Background: an optimization exercise with open tools, aiming at small area and a short achievable clock period. Do not read the settings as production practice.
The RTL was checked by simulation tests, not by an equivalence proof against the original design.
Power and IR drop assume default switching activity.

<file path="design/flow/design.v">
module simple_fifo_adapter #(
    parameter int DATA_IN_WIDTH  = 16,
    parameter int DATA_OUT_WIDTH = 128,
    parameter int ADDR_WIDTH     = 4,
    parameter int FULL_SLACK     = 1,
    parameter int USE_LAST       = 1
) (
    input  logic                      clk,
    input  logic                      rst,
    input  logic                      wr_ena,
    input  logic [DATA_IN_WIDTH-1:0]  wr_dat,
    input  logic                      wr_last,
    output logic                      wr_full,
    input  logic                      rd_ena,
    output logic [DATA_OUT_WIDTH-1:0] rd_dat,
    output logic                      rd_last,
    output logic                      rd_empty,
    output logic [ADDR_WIDTH:0]       rd_dat_cnt
);
    localparam int RATIO  = DATA_OUT_WIDTH / DATA_IN_WIDTH;
    localparam int DEPTH  = 1 << ADDR_WIDTH;
    localparam int W      = DATA_IN_WIDTH;
    localparam logic [ADDR_WIDTH:0] CNT_MAX    = (ADDR_WIDTH + 1)'(DEPTH);
    localparam logic [ADDR_WIDTH:0] FULL_LEVEL = (ADDR_WIDTH + 1)'(DEPTH - FULL_SLACK);
    logic [DATA_OUT_WIDTH:0] mem [DEPTH];
    logic [W-1:0]            pack [RATIO-1];
    logic [DEPTH-1:0]        wsel;                 
    localparam int NRS = 2;
    logic [DEPTH-1:0]        rsel [NRS];
    logic [RATIO-1:0]        lane_eq;              
    logic [RATIO-1:0]        lane_lt;              
    logic [ADDR_WIDTH:0]     count;
    logic                    empty, full;          
    logic                    last_in, commit_req, commit_ok, wr_adv, rd_accept, slot_free;
    logic [DATA_OUT_WIDTH:0] wword, rword;
    assign last_in    = (USE_LAST != 0) && wr_last;
    assign rd_accept  = rd_ena && !empty;
    assign commit_req = wr_ena && (lane_eq[RATIO-1] || last_in);
    assign commit_ok  = commit_req && slot_free;
    assign wr_adv     = wr_ena && !commit_req;
    assign slot_free  = !full || rd_ena;
    always_comb begin
        for (int k = 0; k < RATIO; k++) begin
            if (k < RATIO - 1)
                wword[k*W +: W] = ({W{lane_lt[k]}} & pack[k]) | ({W{lane_eq[k]}} & wr_dat);
            else
                wword[k*W +: W] = {W{lane_eq[k]}} & wr_dat;
        end
        wword[DATA_OUT_WIDTH] = last_in;
    end
    logic inc, dec;
    logic [ADDR_WIDTH:0] count_up, count_dn;
    assign inc      = commit_ok && !rd_accept;
    assign dec      = rd_accept && !commit_ok;
    assign count_up = count + 1'b1;
    assign count_dn = count - 1'b1;
    always_ff @(posedge clk) begin
        if (rst) begin
            wsel     <= DEPTH'(1);
            for (int c = 0; c < NRS; c++) rsel[c] <= DEPTH'(1);
            count    <= '0;
            empty    <= 1'b1;
            full     <= 1'b0;
            lane_eq  <= RATIO'(1);
            lane_lt  <= '0;
            wr_full  <= (FULL_LEVEL == '0);
        end else begin
            if (inc) begin
                count   <= count_up;
                empty   <= 1'b0;
                full    <= (count_up == CNT_MAX);
                wr_full <= (count_up >= FULL_LEVEL);
            end else if (dec) begin
                count   <= count_dn;
                empty   <= (count_dn == '0);
                full    <= 1'b0;
                wr_full <= (count_dn >= FULL_LEVEL);
            end
            if (rd_accept)
                for (int c = 0; c < NRS; c++) rsel[c] <= {rsel[c][DEPTH-2:0], rsel[c][DEPTH-1]};
            if (commit_ok) wsel <= {wsel[DEPTH-2:0], wsel[DEPTH-1]};
            if (commit_ok) begin
                lane_eq <= RATIO'(1);
                lane_lt <= '0;
            end else if (wr_adv) begin
                lane_eq <= {lane_eq[RATIO-2:0], 1'b0};
                lane_lt <= {lane_lt[RATIO-2:0], 1'b1};
            end
        end
    end
    always_ff @(posedge clk) begin
        for (int k = 0; k < RATIO - 1; k++)
            if (lane_eq[k]) pack[k] <= wr_dat;
    end
    always_ff @(posedge clk) begin
        for (int i = 0; i < DEPTH; i++)
            if (wsel[i] && slot_free) mem[i] <= wword;
    end
    always_comb begin
        rword = '0;
        for (int b = 0; b <= DATA_OUT_WIDTH; b++)
            for (int i = 0; i < DEPTH; i++)
                rword[b] = rword[b] | (rsel[b * NRS / (DATA_OUT_WIDTH + 1)][i] & mem[i][b]);
    end
    always_ff @(posedge clk) begin
        if (rst) begin
            rd_dat  <= '0;
            rd_last <= 1'b0;
        end else if (rd_accept) begin
            rd_dat  <= rword[DATA_OUT_WIDTH-1:0];
            rd_last <= rword[DATA_OUT_WIDTH];
        end
    end
    assign rd_empty   = empty;
    assign rd_dat_cnt = count;
endmodule
</file>
<file path="design/flow/run.sh">
#!/bin/bash
# synth_recipe.tcl (not shown) runs the flow's synth.tcl, then flattens the netlist and writes it again
# the make line also repeats each setting of config.mk as NAME=value (left out here)
make -C /OpenROAD-flow-scripts/flow DESIGN_CONFIG=/design/flow/config.mk WORK_HOME=/design/flow/orfs CLKGATE_MAP_FILE= SYNTH_SCRIPT=/design/flow/synth_recipe.tcl finish
</file>
<file path="design/flow/config.mk">
export PLATFORM = sky130hd
export DESIGN_NAME = simple_fifo_adapter
export DESIGN_NICKNAME = simple_fifo_adapter
export VERILOG_FILES = /design/flow/design.v
export SDC_FILE = /design/flow/constraint.sdc
export NUM_CORES = 4
export LEC_CHECK = 0
export CAP_MARGIN = 20
export CORE_MARGIN = 2
export CORE_UTILIZATION = 65
export CTS_CLUSTER_DIAMETER = 60
export CTS_CLUSTER_SIZE = 30
export PLACE_DENSITY = 0.75
export SETUP_SLACK_MARGIN = 2.0
export SLEW_MARGIN = 20
</file>
<file path="design/flow/constraint.sdc">
create_clock -name core_clock -period 4.0 [get_ports {clk}]
set_input_delay 0.8000 -clock core_clock [delete_from_list [all_inputs] [get_ports {clk}]]
set_output_delay 0.8000 -clock core_clock [all_outputs]
set_load 0.01 [all_outputs]
</file>
==> results of run 1 <==
power breakdown:
group | switching [mW] | internal, mW | total [mW]
clock | 8.35 | 7.60 | 16.0
sequential | 0.235 | 27.1 | 27.4
combinational | 1.11 | 0.679 | 1.79
cell families after synthesis:
kind of cell | Yosys count
flip-flops | 2376
AO/OA/AOI/OAI | 1224
AND/OR/NAND/NOR | 706
buffers and inverters | 343
XOR/XNOR | 8
adder cells (fa/ha/maj) | 7
multiplexers | 1
worst max path at each step:
stage,from,cells past startpoint,to,slack [ps]
6_report,rd_dat[9],1,rd_dat[9],1840
3_5_place_dp,wr_last,8,wr_full,520
4_1_cts,rd_dat[68],1,rd_dat[68],1810
5_1_grt,rd_dat[61],1,rd_dat[61],1840
2_1_floorplan,rd_ena,11,wr_full,1490
3_3_place_gp,wr_last,8,wr_full,530
cell type report:
class	count	area (um^2)	share of cell area
diodes	16	40.0	0.000417
clock buffers	157	3650	0.0380
inverters	8	62.6	0.000651
well taps	1742	2180	0.0227
repair buffers	431	5380	0.0560
multi-input cells	1948	13900	0.145
clock inverters	89	1080	0.0113
flip-flops and latches	2376	69800	0.726
repair inverters	2	17.5	0.000182
what timing repair did:
item,CTS,global route
endpoints found under the setup margin,1458,565
cloned,4,1
pin swaps,2,12
gates resized for setup,905,66
setup buffers,70,50
layer usage:
metal | GRT usage | routed length [um]
met5 | 0.00726 | 184
met4 | 0.149 | 10300
met2 | 0.578 | 118000
met1 | 0.551 | 87000
met3 | 0.114 | 46200
per-stage QoR:
stage	cells	instance area (um^2)	utilization	setup slack [ps]
floorplan	4665	84600	-	1490
global placement	6382	88700	0.686	535
detailed placement	6382	88700	0.686	518
CTS	6702	95200	0.736	1810
global route	6753	96000	0.743	1840
finish	6769	96100	0.743	1840
state kept, by name, indices dropped and copies added (netlist names), 5 cells and up:
signal,flops
wsel,16
rd_dat,128
lane_eq,8
rsel,32
pack,112
lane_lt,7
mem,2064
count,5
cells in the final DEF, fill, tap and decap left out, drive strengths merged, types with 2 or more instances in the layout:
cell type | netlist | routed
nand4 | 129 | 129
a222oi | 129 | 129
o211ai | 4 | 4
nor4 | 3 | 3
nand3 | 131 | 131
o21ai | 3 | 3
ha | 7 | 7
inv | 7 | 39
clkbuf | 150 | 159
xor2 | 4 | 4
nor2 | 142 | 142
clkinv | 1 | 32
and2 | 34 | 34
dlygate4sd2 | 0 | 2
clkdlybuf4s50 | 0 | 13
nand3b | 4 | 4
clkinvlp | 0 | 17
a21oi | 64 | 64
nor3 | 129 | 129
diode | 0 | 16
xnor2 | 4 | 4
buf | 185 | 414
a22oi | 775 | 775
nor2b | 2 | 2
nand2b | 2 | 4
nand2 | 125 | 125
a22o | 112 | 112
dfxtp | 200 | 200
or3 | 3 | 3
a2111oi | 129 | 129
bufinv | 0 | 11
edfxtp | 2176 | 2176
==> impl_metrics.py, run 1 <==
metrics = {
    "sta": {
        "min_period_over_period": 0.540,
        "final.setup_skew_ps": 48.9,
        "max_slew.worst_pin.slew_ps": 999,
        "setup_viol": 0,
        "rsz0062_at_grt": "true",
        "fmax_ghz": 0.463,
        "holdWs_ps": 474,
        "fin_crit_ps": 2160,
        "drv_slew": 0,
        "slew_headroom": 0.334,
        "setup_tns_ps": 0,
        "final-hold-violation-count": 0,
    },
    "floorplanning": {
        "start_util": 0.654,
        "std_cell_rows": 132,
        "core_area_um2": 129000,
        "dieArea_um2": 133000,
        "boundaryPins": 157,
        "die_h_um": 365,
        "dieWidth_um": 365,
    },
    "cts": {
        "cts-root-buf": "clkbuf_16",
        "h-tree-depth": 4,
        "clk_path_buf_depth": 3,
        "clock_sinks": 2376,
        "cts_buffers": 136,
        "clock_latency_ps": 820,
        "holdBufCountCts": 0,
        "cts.clk_slew.worst_paths_ps": 110,
        "cts_tree": "done",
    },
    "placed_design": {
        "io_buffers": 156,
        "hpwlAfterDp_mm": 114,
        "gp_congestion": 0.798,
    },
    "power": {
        "power_density_nw_per_um2": 470,
        "power_mw": 45.1,
        "peakVddDrop_uv": 479,
        "p_leak_nw": 30.6,
    },
    "route": {
        "first_pass_iters": 9,
        "vias": 51400,
        "vias_per_cell": 7.60,
        "drtAntennaViolNets": 0,
        "route.detailed.wl_per_inst_um": 38.7,
        "drt_wl_total_mm": 262,
        "drcViolationCount": 0,
        "drtIter0Drc": 11100,
    },
    "worst_setup_path": {
        "end_kind": "output pin",
        "worstPathRequired_ps": 3200,
        "path_class": "register to output pin",
        "critPathTopFamily": "flip-flops",
        "crit_fanout": 2,
        "startpoint_type": "register",
        "critPathArrivalTime_ps": 1360,
        "r2r-start": "rsel[1][15]",
        "critPathBufInv": 1,
        "slowest_delay_ps": 420,
        "cpMaxStageDelayCell": "dfxtp_4",
        "r2r_end": "rd_dat[78]",
        "crit_chain": "buf_6",
        "reg2regPathDepth": 5,
        "ff2ff_setup_slack_ps": 1910,
    },
    "synthesis": {
        "synthTopCellsByCount": "edfxtp_1, a22oi_1, dfxtp_1, clkbuf_1, nor2_1",
        "syn-num-nets": 4693,
        "synth-xor-area-share": 0.000829,
        "synth_flop_cell": "edfxtp_1",
        "syn_inst": 4665,
        "synth-compound-area-share": 0.118,
        "ys_top_cells_by_area": "edfxtp_1, a22oi_1, dfxtp_1, a222oi_1, a22o_1",
        "yosysWarnings": 4,
        "netlist.top_cell.by_area": "edfxtp_1",
        "syn_area_um2": 84500,
        "seq_area_frac_synth": 0.820,
        "synth_edf_count": 2176,
        "yosysMostFrequentCell": "edfxtp_1",
        "syn_area_per_cell_um2": 18.1,
        "netlist.area_leader.share": 0.773,
        "synth-simple-area-share": 0.0408,
        "async_flop_share": 0,
        "synth_top_family_by_area": "compound AO/OA/AOI/OAI gates",
        "synth-seq-cells": 2376,
        "synth_adder_area_share": 0.00104,
        "synth_mux_area_frac": 0.000118,
        "ys_types": 50,
    },
    "hold_path": {
        "hp-class": "register to register",
        "hold_end": "wsel[10]",
        "min_path_cells": 2,
        "hp-start": "wsel[9]",
    },
    "global_route": {
        "track_usage": 0.388,
        "grt_overflow": 0,
        "grt_pass1_vias": 48300,
        "grt_max_degree": 112,
        "grt_pass1_wl_mm": 359,
        "antenna_found_initial": 6,
    },
    "run_status": {
        "status": "complete, no violations",
    },
    "layout": {
        "drive_above_1_share": 0.184,
        "num-fill-cells": 7114,
        "syn2layout_area_growth_pct": 13.7,
        "layout.nets": 4931,
    },
    "run": {
        "cap_violations": 0,
    },
}
==> run 2: changes to the inputs <==
--- a/design/flow/config.mk
+++ b/design/flow/config.mk
@@ -8,8 +8,7 @@
 export CAP_MARGIN = 20
 export CORE_MARGIN = 2
-export CORE_UTILIZATION = 65
+export CORE_UTILIZATION = 40
 export CTS_CLUSTER_DIAMETER = 60
 export CTS_CLUSTER_SIZE = 30
-export PLACE_DENSITY = 0.75
 export SETUP_SLACK_MARGIN = 2.0
 export SLEW_MARGIN = 20
==> impl_metrics.py, run 2 <==
metrics = {
    "worst_setup_path": {
        "r2r-start": "full",
        "critPathTopFamily": "flip-flops",
        "startpoint_type": "register",
        "worstPathRequired_ps": 3200,
        "slowest_delay_ps": 440,
        "crit_chain": "buf_6",
        "cpMaxStageDelayCell": "dfxtp_4",
        "reg2regPathDepth": 4,
        "cp-startpoint": "rd_dat[98]",
        "path_class": "register to output pin",
        "critPathBufInv": 1,
        "crit_fanout": 2,
        "path_depth": 1,
        "end_kind": "output pin",
        "critPathArrivalTime_ps": 1400,
    },
    "placed_design": {
        "gp_congestion": 0.759,
        "hpwlAfterDp_mm": 127,
        "io_buffers": 156,
        "dp.cells": 7453,
    },
    "hold_path": {
        "min_path_cells": 2,
        "hp-start": "wsel[6]",
        "hp-class": "register to register",
    },
    "global_route": {
        "antenna_found_initial": 8,
        "grt_pass1_vias": 47700,
        "grt_max_degree": 116,
        "grt_pass1_wl_mm": 379,
        "track_usage": 0.251,
        "grt_overflow": 0,
    },
    "route": {
        "first_pass_iters": 6,
        "vias": 50000,
        "drt_wl_total_mm": 283,
        "drcViolationCount": 0,
        "drtAntennaViolNets": 0,
        "vias_per_cell": 6.38,
        "drtIter0Drc": 8700,
        "route.detailed.wl_per_inst_um": 36.1,
    },
    "sta": {
        "setup_viol": 0,
        "final.setup_skew_ps": 41.1,
        "min_period_over_period": 0.551,
        "drv_slew": 0,
        "max_slew.worst_pin.slew_ps": 994,
        "holdWs_ps": 475,
        "fmax_ghz": 0.454,
        "slew_headroom": 0.337,
        "fin_crit_ps": 2200,
        "setup_tns_ps": 0,
        "rsz0062_at_grt": "true",
        "final-hold-violation-count": 0,
    },
    "layout": {
        "largest_reg_flops": 2064,
        "final_common_cell": "edfxtp_1",
        "final_core_util": 0.465,
        "syn2layout_area_growth_pct": 15.4,
        "final_cell_mix": "edfxtp_1, a22oi_1, buf_4",
        "final_cells": 7830,
        "num-fill-cells": 17700,
        "drive_above_1_share": 0.188,
        "layout.nets": 4938,
        "top_register": "mem",
        "reg_top3": "mem (2064), rd_dat (128), pack (112)",
    },
    "synthesis": {
        "synth_flop_cell": "edfxtp_1",
        "netlist.top_cell.by_area": "edfxtp_1",
        "seq_area_frac_synth": 0.820,
        "synth_edf_count": 2176,
        "syn_area_um2": 84500,
        "synth-seq-cells": 2376,
        "syn_area_per_cell_um2": 18.1,
        "yosysWarnings": 4,
        "syn_inst": 4665,
        "syn-num-nets": 4693,
        "yosysMostFrequentCell": "edfxtp_1",
        "synthTopCellsByCount": "edfxtp_1, a22oi_1, dfxtp_1, clkbuf_1, nor2_1",
        "ys_types": 50,
        "async_flop_share": 0,
        "ys_top_cells_by_area": "edfxtp_1, a22oi_1, dfxtp_1, a222oi_1, a22o_1",
        "netlist.area_leader.share": 0.773,
    },
    "floorplanning": {
        "dieWidth_um": 464,
        "boundaryPins": 157,
        "start_util": 0.403,
        "die_h_um": 464,
        "dieArea_um2": 215000,
        "std_cell_rows": 168,
        "core_area_um2": 210000,
    },
    "cts": {
        "cts_buffers": 133,
        "clk_path_buf_depth": 3,
        "h-tree-depth": 4,
        "cts.clk_slew.worst_paths_ps": 110,
        "clock_sinks": 2376,
        "holdBufCountCts": 0,
        "cts-root-buf": "clkbuf_16",
        "cts_tree": "done",
        "clock_latency_ps": 830,
    },
    "run": {
        "cap_violations": 0,
    },
    "power": {
        "p_seq_frac": 0.606,
        "p_clk_frac": 0.354,
        "intPower_mw": 35.1,
        "power_density_nw_per_um2": 463,
        "p_sw_mw": 10.1,
        "switching_share": 0.222,
        "p_leak_nw": 30.7,
        "peakVddDrop_uv": 473,
        "pwr-share-comb": 0.041,
    },
    "run_status": {
        "status": "complete, no violations",
    },
}
## run 2: cell count changes in the layout (fill, tap and decap cells not counted), moves of 7 or more
cell,before,now
diode_2,16,6
buf_2,4,11
dfxtp_4,77,89
buf_4,141,149
buf_16,9,19
a2111oi_2,47,58
a2111oi_0,49,40
dfxtp_2,99,88
clkinv_2,14,3
clkinv_8,8,17
clkdlybuf4s50_1,13,5
## run 2: final timing paths
path	end	slack, ps
worst max-delay path	rd_dat[98]	1800
worst min-delay path	wsel[7]	470
worst max register to register	mem[12][112]	1920
worst min register to register	wsel[7]	470
## run 2: power groups by stage
stage	logic (mW)	registers [mW]	clock network [mW]
after floorplan	0.778	27.9	0
after global placement	1.52	28.0	0
after detailed placement	1.54	28.0	0
after CTS	1.70	27.4	16.1
after global routing	1.95	27.4	16.9
final	1.84	27.4	16.0
## run 2: timing repair
item | CTS | global route
gates cloned | 2 | 4
buffers inserted | 71 | 50
resized for setup | 973 | 70
pin swaps | 2 | 10
setup endpoints to repair | 1514 | 309
## run 2: cell type report
cell class / count / area, um^2 / share of cell area
Inverter: 8 / 51.3 / 0.000526
Tap cell: 2805 / 3510 / 0.0360
Antenna cell: 6 / 15.0 / 0.000154
Timing Repair Buffer: 441 / 5560 / 0.0570
Clock inverter: 88 / 1050 / 0.0108
Clock buffer: 156 / 3670 / 0.0376
Timing Repair inverter: 1 / 8.76 / 0.0000898
Multi-Input combinational cell: 1949 / 13900 / 0.143
Sequential cell: 2376 / 69800 / 0.715
## run 2: logic make-up (layout without fill, tap and decap cells)
group / Yosys count / count (layout) / share of synthesized area
AOI/OAI and AO/OA: 1224 / 1224 / 0.118
xor gates and xnor gates: 8 / 8 / 0.000829
adders and majority gates: 7 / 7 / 0.00104
buffers and inverters: 343 / 694 / 0.0194
DFF: 2376 / 2376 / 0.820
muxes: 1 / 1 / 0.000118
other: 0 / 6 / 0
and+or+nand+nor: 706 / 709 / 0.0408
## run 2: metrics by stage
stage	worst slack (ps)	total power [mW]	cell area, um^2
after floorplan	1490	28.6	84600
after detailed placement	656	29.5	90100
after global routing	1760	46.2	97600
after CTS	1770	45.1	96700
final	1800	45.2	97600
after global placement	604	29.5	90100
## run 2: metal layers
layer / global-route usage / vias up / wire length, um
li1: - / 19900 / -
met1: 0.336 / 26100 / 107000
met2: 0.392 / 3438 / 130000
met3: 0.0648 / 488 / 34600
met4: 0.0992 / 8 / 11100
met5: 0 / - / 52

-- port drivers added, routing unchanged --
Ports are ideal in the flow. The routed layouts listed here were re-timed in OpenROAD.
Step 1 sets driving cells, clkbuf_16 on the clock port and buf_2 on the other inputs (assumed; they add their load-dependent delay and slew).
Step 2 also shifts input and output timing later by t, the mid clock arrival at the registers, as if the neighbouring blocks saw the same clock.
Slacks: ideal / step 1 / step 2; pairs: ideal / step 1.
run | t, ns | setup WS [ns] | worst setup path after step 2
run 1 | 0.887 | 1.839 / 1.749 / 1.175 | input to register
run 2 | 0.895 | 1.798 / 1.715 / 1.088 | input to register
After both steps setup and hold are still met in every run listed. For run 2, which loses most, drivers alone change the setup slack by -0.083 ns; drivers and shift together by -0.710 ns.
